This is an optimization exercise on Yosys and OpenROAD, whose aim is small area and few clock cycles per item, not a production implementation.
Where RTL was checked, it was by simulation tests only, not by an equivalence proof against the original.

==> inputs of run H <==
## fp_mult_pipe
module fp_mult_pipe #(
    parameter int EXP_W = 8,
    parameter int MAN_W = 23
) (
    input  logic                   clk,
    input  logic                   rst_n,
    input  logic                   in_valid,
    output logic                   in_ready,
    input  logic [EXP_W+MAN_W:0]   a,
    input  logic [EXP_W+MAN_W:0]   b,
    output logic                   out_valid,
    input  logic                   out_ready,
    output logic [EXP_W+MAN_W:0]   product,
    output logic [4:0]             flags
);
    logic        a_zero_s, b_zero_s, a_max_s, b_max_s, a_mz_s, b_mz_s;
    logic        a_inf_s, b_inf_s, a_nan_s, b_nan_s;
    logic        nan_s, inv_s, inf_s, zero_s, sign_s;
    logic [47:0] tx_s, ty_s, prod_s;
    logic [47:22] phi_s;
    logic        st_s;
    logic        v_r;
    logic [47:22] p_r;
    logic        st_r;
    logic [8:0]  e_r;
    logic        s_r;
    logic        f_r;     
    logic        m1_r;    
    logic        m2_r;    
    logic        hi_s, guard_s, sticky_s, round_up_s;
    logic [23:0] mant_s;
    logic [24:0] rounded_s;
    logic [9:0]  e1_s;
    logic        ovf_s, unf_s;
    assign in_ready  = ~(v_r & ~out_ready);
    assign out_valid = v_r;
    assign a_zero_s = (a[30:23] == 8'h00);
    assign b_zero_s = (b[30:23] == 8'h00);
    assign a_max_s  = (a[30:23] == 8'hFF);
    assign b_max_s  = (b[30:23] == 8'hFF);
    assign a_mz_s   = (a[22:0] == 23'd0);
    assign b_mz_s   = (b[22:0] == 23'd0);
    assign a_inf_s  = a_max_s & a_mz_s;
    assign b_inf_s  = b_max_s & b_mz_s;
  ...
export LEC_CHECK = 0
export CAP_MARGIN = 20
export CORE_MARGIN = 2
export CORE_UTILIZATION = 40
export GPL_TIMING_DRIVEN = 1
export SETUP_SLACK_MARGIN = 0.05
export SLEW_MARGIN = 20
export SYNTH_HIERARCHICAL = 1
create_clock -name core_clock -period 7.5 [get_ports {clk}]
standard.sh (not shown) runs the stock make flow with config.mk's settings and CLKGATE_MAP_FILE= SYNTH_SCRIPT=/design/flow/synth_recipe.tcl, a recipe that flattens the netlist after the stock synthesis.
==> flow/flow/run.sh <==
#!/bin/bash
# Standard layout with two changes: the port buffers are buf_2 cells, and right
# after synthesis every combinational cell is set to its smallest drive strength
# (the standard repair steps then size up what timing and slew need).
set -euo pipefail
export BUFFER_PORTS_ARGS="-buffer_cell sky130_fd_sc_hd__buf_2"
bash standard.sh synth > synth.log 2>&1
DS_ODB="$PWD/orfs/results/$FLOW_PLATFORM/fp_mult_pipe/base/1_synth.odb" \
DS_LIB="$FLOW_HOME/platforms/$FLOW_PLATFORM/lib/sky130_fd_sc_hd__tt_025C_1v80.lib" \
DS_MAP="$PWD/flow/downsize_map.txt" \
  openroad -no_init -exit flow/downsize.tcl > downsize.log 2>&1
export SKIP_GATE_CLONING=1
export POST_GLOBAL_PLACE_TCL="$PWD/flow/post_gpl.tcl"
bash standard.sh > standard.log 2>&1
==> flow/flow/post_gpl.tcl <==
# After timing-driven global placement: take out the buffers it inserted
# (the port buffers stay); the resize and CTS repair steps add back what
# slew, capacitance and timing need.
set bufs [get_cells -quiet place*]
puts "post_gpl: removing [llength $bufs] placement buffers"
if { [llength $bufs] > 0 } {
  remove_buffers $bufs
}
Other scripts of this flow, unchanged in this note and not shown: flow/flow/downsize.tcl, flow/flow/downsize_map.txt
==> run P: changes against run H <==
--- a/flow/flow/run.sh
+++ b/flow/flow/run.sh
@@ -12,3 +12,2 @@
 export SKIP_GATE_CLONING=1
-export POST_GLOBAL_PLACE_TCL="$PWD/flow/post_gpl.tcl"
 bash standard.sh > standard.log 2>&1
CORE_UTILIZATION = 50   (was 40)
removed: flow/flow/post_gpl.tcl
==> notes <==
- Synthesized area is the same in run P and run H.
- Wire length: run H is higher than run P (about 3.5%).
- Worst hold slack: run H is worse than run P (0.042 ns).
- Synthesized cell count is the same in run P and run H.
- Between run H and run P, the lower clock-buffer cell count is in run P (gap 1).
- In flip-flop and latch count, run H and run P do not differ.
- Of run H and run P, run P has the higher final cell count (gap about 5.6%, measured against run P).
- Of run P and run H, run H has the higher die area (gap 20%, measured against run H).
Function was not checked in any run of this note: the RTL went through the layout flow alone.

* * *

==> violet <==
Another version of the RTL of fp_mult_pipe (not shown whole).
Settings: LEC_CHECK=0, CAP_MARGIN=20, CORE_MARGIN=2, CORE_UTILIZATION=40, GPL_TIMING_DRIVEN=1, SETUP_SLACK_MARGIN=0.05, SLEW_MARGIN=20, SYNTH_HIERARCHICAL=1; clock period 7.5 ns.
==> flow/flow/run.sh <==
#!/bin/bash
# Standard layout with two changes: the port buffers are buf_2 cells, and right
# after synthesis every combinational cell is set to its smallest drive strength
# (the standard repair steps then size up what timing and slew need).
set -euo pipefail
export BUFFER_PORTS_ARGS="-buffer_cell sky130_fd_sc_hd__buf_2"
bash standard.sh synth > synth.log 2>&1
DS_ODB="$PWD/orfs/results/$FLOW_PLATFORM/fp_mult_pipe/base/1_synth.odb" \
DS_LIB="$FLOW_HOME/platforms/$FLOW_PLATFORM/lib/sky130_fd_sc_hd__tt_025C_1v80.lib" \
DS_MAP="$PWD/flow/downsize_map.txt" \
  openroad -no_init -exit flow/downsize.tcl > downsize.log 2>&1
export SKIP_GATE_CLONING=1
export POST_GLOBAL_PLACE_TCL="$PWD/flow/post_gpl.tcl"
bash standard.sh > standard.log 2>&1
==> flow/flow/post_gpl.tcl <==
# After timing-driven global placement: take out the buffers it inserted
# (named place*); the port buffers (input*, output*) stay. The resize and CTS
# repair steps add back what slew, capacitance and timing need.
set names {}
foreach inst [get_cells -quiet place*] {
  lappend names [get_full_name $inst]
}
puts "post_gpl: removing [llength $names] placement buffers"
if { [llength $names] > 0 } {
  remove_buffers {*}$names
}
puts "post_gpl: port buffers kept: [llength [get_cells -quiet input*]] input, [llength [get_cells -quiet output*]] output"
Other scripts of this flow, unchanged in this note and not shown: flow/flow/downsize.tcl, flow/flow/downsize_map.txt
==> delta (differences from violet) <==
==> flow/flow/post_gpl.tcl (replaced) <==
# After timing-driven global placement: take out the buffers it inserted
# (the port buffers stay); the resize and CTS repair steps add back what
# slew, capacitance and timing need.
set bufs [get_cells -quiet place*]
puts "post_gpl: removing [llength $bufs] placement buffers"
if { [llength $bufs] > 0 } {
  remove_buffers $bufs
}
==> quartz (differences from violet) <==
--- a/flow/flow/run.sh
+++ b/flow/flow/run.sh
@@ -12,3 +12,2 @@
 export SKIP_GATE_CLONING=1
-export POST_GLOBAL_PLACE_TCL="$PWD/flow/post_gpl.tcl"
 bash standard.sh > standard.log 2>&1
removed: flow/flow/post_gpl.tcl
==> summary of the runs <==
violet ran to the end with no violations. delta produced a clean layout. quartz went through all stages and came out clean.
Clock skew, highest first: delta, violet, quartz.
Cell area, highest first: violet, quartz, delta.
In die area, quartz and violet do not differ.
Setup slack, lowest first: delta, violet, quartz.
In synthesized area, violet and delta do not differ.
Function was not checked in any run of this note: the RTL went through the layout flow alone.

* * *

==> run a <==
RTL: one of the versions met above, not the one the previous note started from.
==> flow/config.mk <==
export PLATFORM = sky130hd
export DESIGN_NAME = fp_mult_pipe
export DESIGN_NICKNAME = fp_mult_pipe
export VERILOG_FILES = /design/flow/design.v
export SDC_FILE = /design/flow/constraint.sdc
export NUM_CORES = 4
export LEC_CHECK = 0
export CAP_MARGIN = 20
export CORE_MARGIN = 2
export CORE_UTILIZATION = 40
export GPL_ROUTABILITY_DRIVEN = 0
export GPL_TIMING_DRIVEN = 1
export SETUP_SLACK_MARGIN = 0.05
export SLEW_MARGIN = 20
export SYNTH_HIERARCHICAL = 1
==> flow/constraint.sdc <==
create_clock -name core_clock -period 7.5 [get_ports {clk}]
set_input_delay 1.5000 -clock core_clock [delete_from_list [all_inputs] [get_ports {clk}]]
set_output_delay 1.5000 -clock core_clock [all_outputs]
set_load 0.01 [all_outputs]
==> flow/flow/run.sh <==
#!/bin/bash
# Standard layout with two changes: the port buffers are buf_2 cells, and right
# after synthesis every combinational cell is set to its smallest drive strength
# (the standard repair steps then size up what timing and slew need).
set -euo pipefail
export BUFFER_PORTS_ARGS="-buffer_cell sky130_fd_sc_hd__buf_2"
bash standard.sh synth > synth.log 2>&1
DS_ODB="$PWD/orfs/results/$FLOW_PLATFORM/fp_mult_pipe/base/1_synth.odb" \
DS_LIB="$FLOW_HOME/platforms/$FLOW_PLATFORM/lib/sky130_fd_sc_hd__tt_025C_1v80.lib" \
DS_MAP="$PWD/flow/downsize_map.txt" \
  openroad -no_init -exit flow/downsize.tcl > downsize.log 2>&1
export SKIP_GATE_CLONING=1
bash standard.sh > standard.log 2>&1
Other scripts of this flow, unchanged in this note and not shown: flow/flow/downsize.tcl, flow/flow/downsize_map.txt
==> run b: changes against run a <==
--- a/flow/flow/run.sh
+++ b/flow/flow/run.sh
@@ -10,4 +10,5 @@
 DS_MAP="$PWD/flow/downsize_map.txt" \
   openroad -no_init -exit flow/downsize.tcl > downsize.log 2>&1
 export SKIP_GATE_CLONING=1
+export GPL_KEEP_OVERFLOW=0.3
 bash standard.sh > standard.log 2>&1
GPL_ROUTABILITY_DRIVEN = unset   (was 0)
==> run c: changes against run a <==
--- a/flow/flow/run.sh
+++ b/flow/flow/run.sh
@@ -10,4 +10,5 @@
 DS_MAP="$PWD/flow/downsize_map.txt" \
   openroad -no_init -exit flow/downsize.tcl > downsize.log 2>&1
 export SKIP_GATE_CLONING=1
+export POST_GLOBAL_PLACE_TCL="$PWD/flow/post_gpl.tcl"
 bash standard.sh > standard.log 2>&1
==> flow/flow/post_gpl.tcl (new file) <==
# After timing-driven global placement: take out the buffers it inserted
# (the port buffers stay); the resize and CTS repair steps add back what
# slew, capacitance and timing need.
set bufs [get_cells -quiet place*]
puts "post_gpl: removing [llength $bufs] placement buffers"
if { [llength $bufs] > 0 } {
  remove_buffers $bufs
}
GPL_ROUTABILITY_DRIVEN = unset   (was 0)
SETUP_SLACK_MARGIN = 0.0   (was 0.05)
==> run d: changes against run a <==
GPL_ROUTABILITY_DRIVEN = unset   (was 0)
SETUP_SLACK_MARGIN = 0.0   (was 0.05)
==> impl_metrics.ini <==
[outcome]
status = timing/DRC/antenna clean

[routing]
wl_mm = 58.1
first_iter_violations = 1681
top_layer = met5

[final_layout]
fin_area_sq_um = 18800
multi_input_area_share_pct = 80.0
seq_share_pct = 6.53

[min_path]
hold_depth = 3

[clock_tree]
cts.clk_slew.worst_paths_ps = 60

[global_routing]
grt_antenna_before_repair = 1

[sta]
max_slew_margin_pct = 35.8
The numbers above come from run d.

==> impl_metrics.ini <==
[sta]
max_slew_margin_pct = 42.3

[routing]
wl_mm = 57.7
first_iter_violations = 1543
top_layer = met4

[final_layout]
multi_input_area_share_pct = 80.3
seq_share_pct = 6.56
fin_area_sq_um = 18700

[critical_path]
crit_start = b[15]

[outcome]
status = timing/DRC/antenna clean

[global_routing]
grt_antenna_before_repair = 0
The numbers above come from run a.

==> impl_metrics.ini <==
[routing]
wl_mm = 58.4
first_iter_violations = 1598
top_layer = met4
ant_nets = 0

[clock_tree]
h-tree-depth = 2
cts.clk_slew.worst_paths_ps = 70

[global_routing]
grt_antenna_before_repair = 0

[final_layout]
seq_share_pct = 6.01
multi_input_area_share_pct = 73.8

[outcome]
status = timing/DRC/antenna clean

[min_path]
hold_depth = 3
The numbers above come from run b.

==> impl_metrics.ini <==
[sta]
max_slew_margin_pct = 39.1

[outcome]
status = timing/DRC/antenna clean

[routing]
top_layer = met4
wl_mm = 58.2

[final_layout]
multi_input_area_share_pct = 85.4

[clock_tree]
cts.clk_slew.worst_paths_ps = 60
The numbers above come from run c.

Function was not checked in any run of this note: the RTL went through the layout flow alone.

* * *

==> try-cedar <==
Starting RTL as in the previous note.
clock: 7.5 ns
lec_check: 0
cap_margin: 20
core_margin: 2
core_utilization: 40
gpl_timing_driven: 1
setup_slack_margin: 0.05
slew_margin: 20
synth_hierarchical: 1
==> flow/flow/run.sh <==
#!/bin/bash
# Standard layout with two changes: the port buffers are buf_2 cells, and right
# after synthesis every combinational cell is set to its smallest drive strength
# (the standard repair steps then size up what timing and slew need).
set -euo pipefail
export BUFFER_PORTS_ARGS="-buffer_cell sky130_fd_sc_hd__buf_2"
bash standard.sh synth > synth.log 2>&1
DS_ODB="$PWD/orfs/results/$FLOW_PLATFORM/fp_mult_pipe/base/1_synth.odb" \
DS_LIB="$FLOW_HOME/platforms/$FLOW_PLATFORM/lib/sky130_fd_sc_hd__tt_025C_1v80.lib" \
DS_MAP="$PWD/flow/downsize_map.txt" \
  openroad -no_init -exit flow/downsize.tcl > downsize.log 2>&1
export SKIP_GATE_CLONING=1
export GLOBAL_PLACEMENT_ARGS="-timing_driven_nets_percentage 5"
bash standard.sh > standard.log 2>&1
Other scripts of this flow, unchanged in this note and not shown: flow/flow/downsize.tcl, flow/flow/downsize_map.txt
==> try-xenon (differences from try-cedar) <==
--- a/flow/flow/run.sh
+++ b/flow/flow/run.sh
@@ -10,5 +10,5 @@
 DS_MAP="$PWD/flow/downsize_map.txt" \
   openroad -no_init -exit flow/downsize.tcl > downsize.log 2>&1
 export SKIP_GATE_CLONING=1
-export GLOBAL_PLACEMENT_ARGS="-timing_driven_nets_percentage 5"
+export POST_GLOBAL_PLACE_TCL="$PWD/flow/post_gpl.tcl"
 bash standard.sh > standard.log 2>&1
==> flow/flow/post_gpl.tcl (new file) <==
# After timing-driven global placement: replace the buffers it inserted
# (the port buffers stay) by gain-based fanout buffering.
set bufs [get_cells -quiet place*]
puts "post_gpl: removing [llength $bufs] placement buffers"
if { [llength $bufs] > 0 } {
  remove_buffers $bufs
}
estimate_parasitics -placement
repair_design -buffer_gain 4 -verbose
==> run notes <==
try-xenon aborted during global placement on EST-0104. try-cedar produced a clean layout.
Synthesized area is the same in try-xenon and try-cedar.
Synthesized cell count is the same in try-xenon and try-cedar.
==> figures <==
metric                          try-cedar                  try-xenon
DIE WIDTH                          207 um                     207 um
Boundary Pins                         107                        107
Run status       timing/DRC/antenna clean  aborted with a tool error
Last stage reached                      -           global placement
Post-synthesis instance area  0.0165 mm^2                0.0165 mm^2
Input/output buffers                  106                        106
Synthesized Nets                     2120                       2120
Die height                         207 um                     207 um
Syn Area/Cell                   9.67 um^2                  9.67 um^2
Synth warnings                          7                          7
Synthesized instance count           1706                       1706
Starting density of the core        40.5%                      40.5%
Floorplan row count                    74                         74
No run of this note included a check of the RTL's function; only the layout flow was run.

* * *

==> ember <==
Another version of the RTL of fp_mult_pipe (not shown whole).
export LEC_CHECK = 0
export CAP_MARGIN = 20
export CORE_MARGIN = 2
export CORE_UTILIZATION = 40
export GPL_TIMING_DRIVEN = 1
export SETUP_SLACK_MARGIN = 0.05
export SLEW_MARGIN = 20
export SYNTH_HIERARCHICAL = 1
create_clock -name core_clock -period 7.5 [get_ports {clk}]
==> flow/flow/run.sh <==
#!/bin/bash
# Standard layout with two changes: the port buffers are buf_2 cells, and right
# after synthesis every combinational cell is set to its smallest drive strength
# (the standard repair steps then size up what timing and slew need).
set -euo pipefail
export BUFFER_PORTS_ARGS="-buffer_cell sky130_fd_sc_hd__buf_2"
bash standard.sh synth > synth.log 2>&1
DS_ODB="$PWD/orfs/results/$FLOW_PLATFORM/fp_mult_pipe/base/1_synth.odb" \
DS_LIB="$FLOW_HOME/platforms/$FLOW_PLATFORM/lib/sky130_fd_sc_hd__tt_025C_1v80.lib" \
DS_MAP="$PWD/flow/downsize_map.txt" \
  openroad -no_init -exit flow/downsize.tcl > downsize.log 2>&1
export SKIP_GATE_CLONING=1
export POST_GLOBAL_PLACE_TCL="$PWD/flow/post_gpl.tcl"
bash standard.sh > standard.log 2>&1
==> flow/flow/post_gpl.tcl <==
# After timing-driven global placement: take out the buffers it inserted
# (named place*); the port buffers (input*, output*) stay. The resize and CTS
# repair steps add back what slew, capacitance and timing need.
set names {}
foreach inst [get_cells -quiet place*] {
  lappend names [get_full_name $inst]
}
puts "post_gpl: removing [llength $names] placement buffers"
if { [llength $names] > 0 } {
  remove_buffers {*}$names
}
puts "post_gpl: port buffers kept: [llength [get_cells -quiet input*]] input, [llength [get_cells -quiet output*]] output"
Other scripts of this flow, unchanged in this note and not shown: flow/flow/downsize.tcl, flow/flow/downsize_map.txt
==> lagoon: changes against ember <==
--- a/flow/design.v
+++ b/flow/design.v
@@ -1356,4 +1356,14 @@
     assign c = x & y;
 endmodule
+module fp_mult_bsel (
+    input  logic one_n,
+    input  logic two_n,
+    input  logic neg,
+    input  logic a0_n,
+    input  logic a1_n,
+    output logic p
+);
+    assign p = ~((one_n | a0_n) & (two_n | a1_n)) ^ neg;
+endmodule
 module fp_mult_bselt (
     input  logic one,
--- a/flow/flow/run.sh
+++ b/flow/flow/run.sh
@@ -11,4 +11,4 @@
   openroad -no_init -exit flow/downsize.tcl > downsize.log 2>&1
 export SKIP_GATE_CLONING=1
-export POST_GLOBAL_PLACE_TCL="$PWD/flow/post_gpl.tcl"
+export GPL_KEEP_OVERFLOW=0
 bash standard.sh > standard.log 2>&1
removed: flow/flow/post_gpl.tcl
==> summary of the runs <==
Of lagoon and ember, ember has the higher sequential share of layout area (gap 0.065 points). In fmax, lagoon and ember hardly differ. Against lagoon, the register-to-register slack of ember is lower by 0.24 ns. Synthesized cell count is the same in lagoon and ember. In die area, ember and lagoon do not differ. Against lagoon, the critical path depth of ember is lower by 4.
==> figures <==
	lagoon	ember
Result of the run	finished clean	finished clean
Post-DP Area	17900 um2	17800 um2
Hold Worst Slack	0.723 ns	0.983 ns
Crit path arrival time	7.32 ns	7.30 ns
Detailed-route wire length on metal 1	24200 um	25300 um
Uppermost layer routed	met5	met4
Fmax	137 MHz	137 MHz
Number of cells after detailed placement	2302	2298
Number of buffers inserted to repair setup after CTS	46	50
Met1 Usage GRT	36.8%	39.2%
Count of plain and timing-repair buffers	190	175
Clock buf/inv share	0.869%	0.865%
Setup WS pre-CTS	-1.50 ns	-1.57 ns
Post-route setup slack	0.212 ns	0.206 ns
Met2 capacity usage during global routing	40.2%	38.4%
1st-pass router iterations	7	6
Testbench counts of ember, summed over its fixed seeds: cycles 8,008, items 8,000.
No functional check of the RTL was part of lagoon.

what the ideal ports hide:
The flow's constraints put no driver on any port. The routed layouts listed below were extracted and timed again, unchanged, in two steps.
Step 1 sets driving cells, clkbuf_16 on the clock port and buf_2 on the other inputs (assumed; they add their load-dependent delay and slew).
Step 2 times the ports against the registers' clock, not the clock port: input delays grow and output delays shrink by t, the midpoint of the rising clock arrivals with the driver on.
a / b / c = no drivers / after step 1 / after step 2; a / b = the first two.
| run | t (ns) | setup WS [ns] | worst slew at a driven data input, ns |
|---|---|---|---|
| run H | 0.320 | 0.154 / -0.817 / -1.137 | 1.20 |
| run P | 0.331 | 0.384 / 0.398 / 0.067 | 0.10 |
| violet | 0.327 | 0.195 / 0.192 / -0.135 | 0.12 |
| delta | 0.319 | 0.180 / -0.910 / -1.229 | 1.24 |
| quartz | 0.326 | 0.276 / 0.293 / -0.033 | 0.06 |
| run a | 0.322 | 0.309 / 0.323 / 0.001 | 0.06 |
| run b | 0.326 | 0.337 / 0.361 / 0.035 | 0.05 |
| run c | 0.321 | 0.244 / -0.778 / -1.098 | 1.20 |
| run d | 0.317 | 0.316 / 0.327 / 0.010 | 0.08 |
| try-cedar | 0.323 | 0.390 / 0.387 / 0.064 | 0.05 |
| ember | 0.320 | 0.206 / 0.184 / -0.136 | 0.08 |
| lagoon | 0.323 | 0.212 / 0.187 / -0.136 | 0.08 |
With both steps, setup timing fails in 7 of these runs, where it was met with ideal ports. For delta, which loses most, drivers alone change the setup slack by -1.090 ns; drivers and shift together by -1.409 ns.
